Source: an optimization exercise on an open RTL-to-GDS flow (aim: small area, a short achievable clock period and few clock cycles per item). Production flows keep margins and buffers that such runs may drop.
In this exercise RTL edits were held to simulation tests only and were not proved equivalent to the original.
Power figures rest on the tool's default switching activity, not on a simulated workload.

== ember ==
==> flow/design.v (excerpt) <==
module clock_source_selector_unit (
   input  logic                        clock,
   input  logic                        reset,
   input  logic                        req_valid,
   output logic                        req_stall,
   input  logic                        req_radio_new,
   input  logic [css_pkg::TIME_W-1:0]  req_radio_time,
   input  logic [css_pkg::DATE_W-1:0]  req_radio_date,
   input  logic                        req_rtc_new,
   input  logic [css_pkg::TIME_W-1:0]  req_rtc_time,
   input  logic [css_pkg::DATE_W-1:0]  req_rtc_date,
   input  logic                        req_internal_new,
   input  logic [css_pkg::TIME_W-1:0]  req_internal_time,
   input  logic [css_pkg::DATE_W-1:0]  req_internal_date,
   input  logic                        req_second_tick,
   input  logic                        req_rtc_write_done,
   input  logic                        req_internal_write_ok,
   output logic                        rsp_valid,
   input  logic                        rsp_stall,
   output logic [css_pkg::TIME_W-1:0]  rsp_final_time,
   output logic [css_pkg::DATE_W-1:0]  rsp_final_date,
   output logic                        rsp_final_synced,
   output logic [1:0]                  rsp_final_source,
   output logic                        rsp_rtc_write_req,
   output logic                        rsp_internal_write_req,
   output logic                        rsp_radio_synced,
   output logic                        rsp_rtc_synced,
   output logic                        rsp_internal_synced,
   input  logic                        csr_psel,
   input  logic                        csr_penable,
   input  logic                        csr_pwrite,
   input  logic [css_pkg::CSR_AW-1:0]  csr_paddr,
   input  logic [css_pkg::CSR_DW-1:0]  csr_pwdata,
   output logic [css_pkg::CSR_DW-1:0]  csr_prdata,
   output logic                        csr_pready
);
export LEC_CHECK = 0
export ABC_AREA = 1
export CAP_MARGIN = 20
export CORE_MARGIN = 2
export CORE_UTILIZATION = 40
export CTS_CLUSTER_DIAMETER = 80
export CTS_CLUSTER_SIZE = 28
export SETUP_SLACK_MARGIN = 5
export SLEW_MARGIN = 20
export TNS_END_PERCENT = 5
create_clock -name core_clock -period 9.0 [get_ports {clock}]
standard.sh (not shown) runs the stock make flow with config.mk's settings and CLKGATE_MAP_FILE= SYNTH_SCRIPT=/design/flow/synth_recipe.tcl, a recipe that flattens the netlist after the stock synthesis.
==> flow/flow/run.sh <==
#!/bin/bash
# The standard layout, with plain buffers on the ports instead of the delay
# buffers buffer_ports picks by default. Each tool's output goes to its own log.
set -euo pipefail
export BUFFER_PORTS_ARGS="-buffer_cell sky130_fd_sc_hd__buf_1"
bash standard.sh > standard.log 2>&1
Testbench counts of ember, summed over its fixed seeds: cycles 12,008, items 12,000.
### ember -> sierra
-- flow/design.v --
<<< ember, line 143
      at_least = c;
   endfunction
   assign radio_exp = (cfg.radio_holdover_s[HOLD_W-1:RADIO_AGE_W] == '0) &&
                      (radio_age_ff >= cfg.radio_holdover_s[RADIO_AGE_W-1:0]);
   assign rtc_exp   = rtc_age_ff[16] || at_least(rtc_age_ff[15:0], cfg.source_timeout_s);
   assign int_exp   = at_least(int_age_ff, cfg.source_timeout_s);
>>> sierra, line 143
      at_least = c;
   endfunction
   function automatic logic at_least20(input logic [19:0] a,
                                       input logic [19:0] b);
      logic c;
      c = 1'b1;
      for (int i = 0; i < 20; i++) c = (a[i] & ~b[i]) | ((a[i] | ~b[i]) & c);
      at_least20 = c;
   endfunction
   assign radio_exp = (cfg.radio_holdover_s[HOLD_W-1:RADIO_AGE_W] == '0) &&
                      at_least20(radio_age_ff, cfg.radio_holdover_s[RADIO_AGE_W-1:0]);
   assign rtc_exp   = rtc_age_ff[16] || at_least(rtc_age_ff[15:0], cfg.source_timeout_s);
   assign int_exp   = at_least(int_age_ff, cfg.source_timeout_s);
Results
- sierra vs ember: clock period minus final worst setup slack down in sierra
- Cmp sierra vs ember: count of non-filler cells in the finished layout higher in sierra
- Between ember and sierra, the difference in final number of setup-violating endpoints is negligible.
- Sort ember and sierra by worst setup margin, descending, and sierra comes first.
- Compared sierra against ember; tightest hold margin within noise.
- ember -> sierra: non-clock buffer count increased by a few percent
- First-iteration DRC count, ember and sierra: smaller value in sierra
- Going from ember to sierra, the area of combinational cells with multiple inputs was found to have gone down by 270 um2.
- On detailed-route wire length per cell: sierra sits above ember.
- Cmp ember and sierra / total detailed-routing wirelength / lower: ember
- Total power in sierra vs ember: up about 7.5%
Testbench counts of sierra, summed over its fixed seeds: cycles 12,008, items 12,000.

separate check: timing with driven ports:
In the flow no input, the clock included, has a driving cell. The finished layouts below were timed again as built, in two steps.
Step 1 (the two cells are an assumption about what drives the block):
set clk [get_ports {clock}]
set_driving_cell -lib_cell sky130_fd_sc_hd__clkbuf_16 $clk
set_driving_cell -lib_cell sky130_fd_sc_hd__buf_2 [delete_from_list [all_inputs] $clk]
Step 2 adds t to the input delays and takes it off the output delays; t is the mean of the earliest and latest rising clock arrival at the registers after step 1. Input paths then give back, and output paths get back, about the clock's delay inside the block.
Slacks: no drivers / after step 1 / after step 2; pairs: no drivers / after step 1.
run	shift t [ns]	slack for setup (ns)	pins driven straight from the clock port
ember	0.583	4.792 / 4.787 / 4.204	1
sierra	0.624	4.802 / 4.753 / 4.129	1
After both steps every run listed still meets setup and hold. The setup slack of sierra, which loses most, moves by -0.049 ns with the drivers and by -0.673 ns with both steps.
